This is an optimization exercise on Yosys and OpenROAD, whose aim is small area, a short achievable clock period and few clock cycles per item, not a production implementation.
Function was checked by simulation only, so behaviour that the tests miss may differ from the original.

exp/violet:
==> flow/design.v <==
`timescale 1ns/10ps
package ascon_pkg;
    typedef logic [63:0] lane_t;
    typedef logic [319:0] state_t;
    localparam int ROUNDS = 12;
    typedef logic [3:0] round_idx_t;
    localparam logic [8*ROUNDS-1:0] ROUND_CONST = {
        8'h4b, 8'h5a, 8'h69, 8'h78,
        8'h87, 8'h96, 8'ha5, 8'hb4,
        8'hc3, 8'hd2, 8'he1, 8'hf0
    };
endpackage
`timescale 1ns/10ps
package hash_pkg;
    localparam int BLOCK_BITS = 64;
    localparam int KEEP_BITS = BLOCK_BITS / 8;
    typedef logic [BLOCK_BITS-1:0] block_t;
    typedef logic [KEEP_BITS-1:0] keep_t;
    localparam logic [63:0] HASH_IV = 64'h0000080100cc0002;
    localparam int DIGEST_WORDS = 4;
    typedef logic [1:0] beat_cnt_t;
endpackage
`timescale 1ns/10ps
module ascon_round (
    input  ascon_pkg::state_t     state_i,
    input  ascon_pkg::round_idx_t round_i,
    output ascon_pkg::state_t     state_o
);
    ascon_pkg::lane_t a0, a1, a2, a3, a4;
    ascon_pkg::lane_t t0, t1, t2, t3, t4;
    function automatic ascon_pkg::lane_t ror(input ascon_pkg::lane_t v, input int n);
        ror = (v >> n) | (v << (64 - n));
    endfunction
    always_comb begin
        a0 = state_i[0 +: 64];
        a1 = state_i[64 +: 64];
        a2 = state_i[128 +: 64] ^ {56'd0, ~round_i, round_i};
        a3 = state_i[192 +: 64];
        a4 = state_i[256 +: 64];
        a0 = a0 ^ a4;
        a4 = a4 ^ a3;
        a2 = a2 ^ a1;
        t0 = ~a0 & a1;
        t1 = ~a1 & a2;
        t2 = ~a2 & a3;
        t3 = ~a3 & a4;
        t4 = ~a4 & a0;
        a0 = a0 ^ t1;
        a1 = a1 ^ t2;
        a2 = a2 ^ t3;
        a3 = a3 ^ t4;
        a4 = a4 ^ t0;
        a1 = a1 ^ a0;
        a0 = a0 ^ a4;
        a3 = a3 ^ a2;
        a2 = ~a2;
        state_o[0 +: 64] = a0 ^ ror(a0, 19) ^ ror(a0, 28);
        state_o[64 +: 64] = a1 ^ ror(a1, 61) ^ ror(a1, 39);
        state_o[128 +: 64] = a2 ^ ror(a2, 1) ^ ror(a2, 6);
        state_o[192 +: 64] = a3 ^ ror(a3, 10) ^ ror(a3, 17);
        state_o[256 +: 64] = a4 ^ ror(a4, 7) ^ ror(a4, 41);
    end
endmodule
`timescale 1ns/10ps
module ascon_permutation #(
    parameter int K  = 2,
    parameter int JW = 3
) (
    input  ascon_pkg::state_t state_i,
    input  logic [JW-1:0]     step_i,
    output ascon_pkg::state_t state_o
);
    logic [320*(K+1)-1:0] chain;
    assign chain[319:0] = state_i;
    for (genvar k = 0; k < K; k++) begin : g_round
        ascon_round u_round (
            .state_i (chain[320*k +: 320]),
            .round_i (ascon_pkg::round_idx_t'({step_i, 1'(k)})),
            .state_o (chain[320*(k+1) +: 320])
        );
    end
    assign state_o = chain[320*K +: 320];
endmodule
`timescale 1ns/10ps
module ascon_padder (
    input  hash_pkg::block_t s_tdata_i,
    input  hash_pkg::keep_t  s_tkeep_i,
    output hash_pkg::block_t blk_o
);
    hash_pkg::keep_t pad_pos;
    assign pad_pos = ~s_tkeep_i & {s_tkeep_i[hash_pkg::KEEP_BITS-2:0], 1'b1};
    always_comb begin
        for (int b = 0; b < hash_pkg::KEEP_BITS; b++) begin
            if (s_tkeep_i[b]) blk_o[8*b +: 8] = s_tdata_i[8*b +: 8];
            else              blk_o[8*b +: 8] = {7'd0, pad_pos[b]};
        end
    end
endmodule
`timescale 1ns/10ps
`timescale 1ns/10ps
module ascon_hash_top (
    input  logic              clk,
    input  logic              rst_i,
    input  logic              start_i,
    output logic              busy_o,
    output logic              done_o,
    input  hash_pkg::block_t  s_tdata_i,
    input  hash_pkg::keep_t   s_tkeep_i,
    input  logic              s_tlast_i,
    input  logic              s_tvalid_i,
    output logic              s_tready_o,
    output hash_pkg::block_t  m_tdata_o,
    output logic              m_tlast_o,
    output logic              m_tvalid_o,
    input  logic              m_tready_i
);
    localparam int K  = 2;
    localparam int P  = 6;
    localparam int JW = 3;
    localparam ascon_pkg::state_t INIT_STATE = 320'hdd78040e4043feae_948dfde831a83e05_2cf6dc20c037822f_7f0feea630079ddc_d0dec9d479f0af4e;
    ascon_pkg::state_t state_q;
    ascon_pkg::state_t rounds;
    hash_pkg::block_t  pad_blk;
    hash_pkg::block_t  absorb_blk;
    logic [JW-1:0]     step_q;
    logic              busy_q;
    logic              need_q;     
    logic              extra_q;    
    logic              outv_q;     
    logic [1:0]        word_q;
    logic              last_step;
    logic              take_beat;
    logic              take_extra;
    logic              advance;
    assign last_step  = (step_q == JW'(P - 1));
    assign s_tready_o = busy_q && need_q && !extra_q && last_step;
    assign take_beat  = s_tready_o && s_tvalid_i;
    assign take_extra = need_q && extra_q && last_step;
    assign advance    = outv_q ? m_tready_i
                               : !(last_step && need_q && !extra_q && !s_tvalid_i);
    assign busy_o     = busy_q;
    assign m_tvalid_o = outv_q;
    assign m_tlast_o  = (word_q == 2'd3);
    assign m_tdata_o  = state_q[63:0];
    assign done_o     = outv_q && m_tready_i && (word_q == 2'd3);
    ascon_padder u_padder (
        .s_tdata_i (s_tdata_i),
        .s_tkeep_i (s_tkeep_i),
        .blk_o     (pad_blk)
    );
    ascon_permutation #(
        .K  (K),
        .JW (JW)
    ) u_permutation (
        .state_i (state_q),
        .step_i  (step_q),
        .state_o (rounds)
    );
    always_comb begin
        absorb_blk = '0;
        if (take_beat) absorb_blk = pad_blk;
        absorb_blk[0] = absorb_blk[0] | take_extra;
    end
    always_ff @(posedge clk) begin
        if (!busy_q) begin
            state_q <= INIT_STATE;
        end else if (advance) begin
            state_q <= {rounds[319:64], rounds[63:0] ^ absorb_blk};
        end
    end
    always_ff @(posedge clk) begin
        if (rst_i) begin
            busy_q  <= 1'b0;
            outv_q  <= 1'b0;
            need_q  <= 1'b0;
            extra_q <= 1'b0;
            word_q  <= 2'd0;
            step_q  <= JW'(P - 1);
        end else if (!busy_q) begin
            busy_q  <= start_i;
            outv_q  <= 1'b0;
            need_q  <= 1'b1;
            extra_q <= 1'b0;
            word_q  <= 2'd0;
            step_q  <= JW'(P - 1);
        end else if (advance) begin
            step_q <= last_step ? '0 : step_q + JW'(1);
            if (outv_q) begin
                outv_q <= 1'b0;
                word_q <= word_q + 2'd1;
                if (word_q == 2'd3) busy_q <= 1'b0;
            end else if (last_step) begin
                if (take_extra) begin
                    extra_q <= 1'b0;
                    need_q  <= 1'b0;
                end else if (take_beat) begin
                    if (s_tlast_i) begin
                        if (&s_tkeep_i) extra_q <= 1'b1;
                        else            need_q  <= 1'b0;
                    end
                end else begin
                    outv_q <= 1'b1;
                end
            end
        end
    end
endmodule
==> flow/config.mk <==
export PLATFORM = sky130hd
export DESIGN_NAME = ascon_hash_top
export DESIGN_NICKNAME = ascon_hash_top
export VERILOG_FILES = /design/flow/design.v
export SDC_FILE = /design/flow/constraint.sdc
export NUM_CORES = 4
export LEC_CHECK = 0
export CAP_MARGIN = 20
export CORE_MARGIN = 2
export CORE_UTILIZATION = 40
export SETUP_SLACK_MARGIN = 5.0
export SLEW_MARGIN = 20
export TNS_END_PERCENT = 50
==> flow/constraint.sdc <==
create_clock -name core_clock -period 10.0 [get_ports {clk}]
set_input_delay 2.0000 -clock core_clock [delete_from_list [all_inputs] [get_ports {clk}]]
set_output_delay 2.0000 -clock core_clock [all_outputs]
set_load 0.01 [all_outputs]
standard.sh (not shown) runs the stock make flow with config.mk's settings and CLKGATE_MAP_FILE= SYNTH_SCRIPT=/design/flow/synth_recipe.tcl, a recipe that flattens the netlist after the stock synthesis.
==> flow/flow/run.sh <==
#!/bin/bash
# Standard layout, except that ABC maps the combinational logic with an
# area-oriented script (flow/abc_speed.script). Registers are untouched.
set -euo pipefail
cp -r "$FLOW_HOME/scripts" myscripts
cp flow/abc_speed.script myscripts/abc_speed.script
bash standard.sh SCRIPTS_DIR="$PWD/myscripts" SETUP_SLACK_MARGIN=5.5 finish > standard.log 2>&1
==> flow/flow/abc_speed.script <==
&get -n
&st
&dch
&nf -a -R 1000
&put
topo
stime -c
exp/violet was carried through to the last stage, and its layout satisfied the timing, design-rule and antenna checks.
Testbench counts of exp/violet, summed over its fixed seeds: cycles 21,306, bytes 20,059.
Modified inputs, exp/onyx compared to exp/violet
Settings: a deleted TNS_END_PERCENT that had been 50.
-- flow/flow/run.sh --
<<< exp/violet, line 6
cp flow/abc_speed.script myscripts/abc_speed.script
bash standard.sh SCRIPTS_DIR="$PWD/myscripts" SETUP_SLACK_MARGIN=5.5 finish > standard.log 2>&1
>>> exp/onyx, line 6
cp flow/abc_speed.script myscripts/abc_speed.script
bash standard.sh SCRIPTS_DIR="$PWD/myscripts" finish > standard.log 2>&1
--- outcome ---
- Looking at net total in the final layout, exp/onyx sits 1.2% below exp/violet.
- Going from exp/violet to exp/onyx, placed wire-length estimate shrank slightly.
- exp/onyx: utilization is 3.2 points lower than what exp/violet reported.
- exp/onyx vs. exp/violet: total wire length after detailed routing went down by about 1.3%.
- Largest net degree at the start of global routing went up by more than half going from exp/violet to exp/onyx.
Setup changes, exp/onyx to exp/cedar
Settings: a change of SETUP_SLACK_MARGIN from 5.0 to 4.5.
==> flow/run.sh (new file) <==
#!/bin/bash
# synth_recipe.tcl (not shown) runs the flow's synth.tcl, then flattens the netlist and writes it again
# the make line also repeats each setting of config.mk as NAME=value (left out here)
make -C /OpenROAD-flow-scripts/flow DESIGN_CONFIG=/design/flow/config.mk WORK_HOME=/design/flow/orfs CLKGATE_MAP_FILE= SYNTH_SCRIPT=/design/flow/synth_recipe.tcl finish
removed: flow/flow/run.sh
removed: flow/flow/abc_speed.script
removed: flow/standard.sh
[summary]
The final layout from exp/cedar, which completed every stage, passed the timing, design-rule and antenna checks at the end of the flow.
On finished layout cell area, exp/onyx beats exp/cedar.
Summary of exp/cedar over exp/onyx: final wirelength went up 33000 um, number of placed cells counting well taps fell 153, global-route usage went down 1.7 points.
Measured against each other, exp/onyx and exp/cedar differ in cell area after synthesis, the higher figure coming from exp/cedar.
state_q[15] as the start point of the critical path was reported by exp/onyx, and step_q[1] by exp/cedar.
The inputs of exp/xenon differ from those of exp/cedar as listed below.
Settings: changing SETUP_SLACK_MARGIN from 4.5 to 5.0.
==> flow/flow/run.sh (new file) <==
#!/bin/bash
# Standard layout, except that ABC maps the combinational logic with an
# area-oriented script (flow/abc_speed.script). Registers are untouched.
set -euo pipefail
cp -r "$FLOW_HOME/scripts" myscripts
cp flow/abc_speed.script myscripts/abc_speed.script
bash standard.sh SCRIPTS_DIR="$PWD/myscripts" SETUP_SLACK_MARGIN=6.0 finish > standard.log 2>&1
==> flow/flow/abc_speed.script (new file) <==
&get -n
&st
&dch
&nf -a -R 1000
&put
topo
stime -c
==> flow/standard.sh (new file) <==
#!/bin/bash
# synth_recipe.tcl (not shown) runs the flow's synth.tcl, then flattens the netlist and writes it again
# the make line also repeats each setting of config.mk as NAME=value (left out here)
make -C /OpenROAD-flow-scripts/flow DESIGN_CONFIG=/design/flow/config.mk WORK_HOME=/design/flow/orfs CLKGATE_MAP_FILE= SYNTH_SCRIPT=/design/flow/synth_recipe.tcl "${@:-finish}"
removed: flow/run.sh
==> run notes <==
- Changes observed in exp/xenon relative to exp/cedar: share of cells above drive strength 1 climbed 17 points; number of cells on the worst reg-to-reg path went up; fraction of the mapped netlist area in compound gates picked up an extra 4.0 points; post-layout minimum cycle time shows a reduction of 1.23 ns.

port drivers added, routing unchanged:
Ports are ideal in the flow. The routed layouts listed here were re-timed in OpenROAD. Step 1 (the two cells are an assumption about what drives the block):
set clk [get_ports {clk}]
set_driving_cell -lib_cell sky130_fd_sc_hd__clkbuf_16 $clk
set_driving_cell -lib_cell sky130_fd_sc_hd__buf_2 [delete_from_list [all_inputs] $clk]
Step 2 times the ports against the registers' clock, not the clock port: input delays grow and output delays shrink by t, the midpoint of the rising clock arrivals with the driver on. Slacks: ideal / step 1 / step 2; pairs: ideal / step 1.
| run | t (ns) | slack for setup (ns) | latest minus earliest clock arrival (ns) | slew at the worst register clock pin (ns) | worst data-port slew with drivers (ns) |
|---|---|---|---|---|---|
| exp/violet | 0.738 | 5.292 / 5.292 / 4.813 | 0.041 / 0.041 | 0.07 / 0.07 | 0.08 |
| exp/onyx | 0.725 | 4.786 / 4.786 / 4.685 | 0.039 / 0.038 | 0.08 / 0.08 | 0.11 |
| exp/cedar | 0.724 | 4.402 / 4.402 / 4.196 | 0.019 / 0.019 | 0.07 / 0.07 | 0.05 |
| exp/xenon | 0.732 | 5.630 / 5.589 / 5.347 | 0.027 / 0.026 | 0.07 / 0.07 | 0.08 |
After both steps setup and hold are still met in every run listed. The setup slack of exp/violet, which loses most, moves by 0.000 ns with the drivers and by -0.479 ns with both steps.
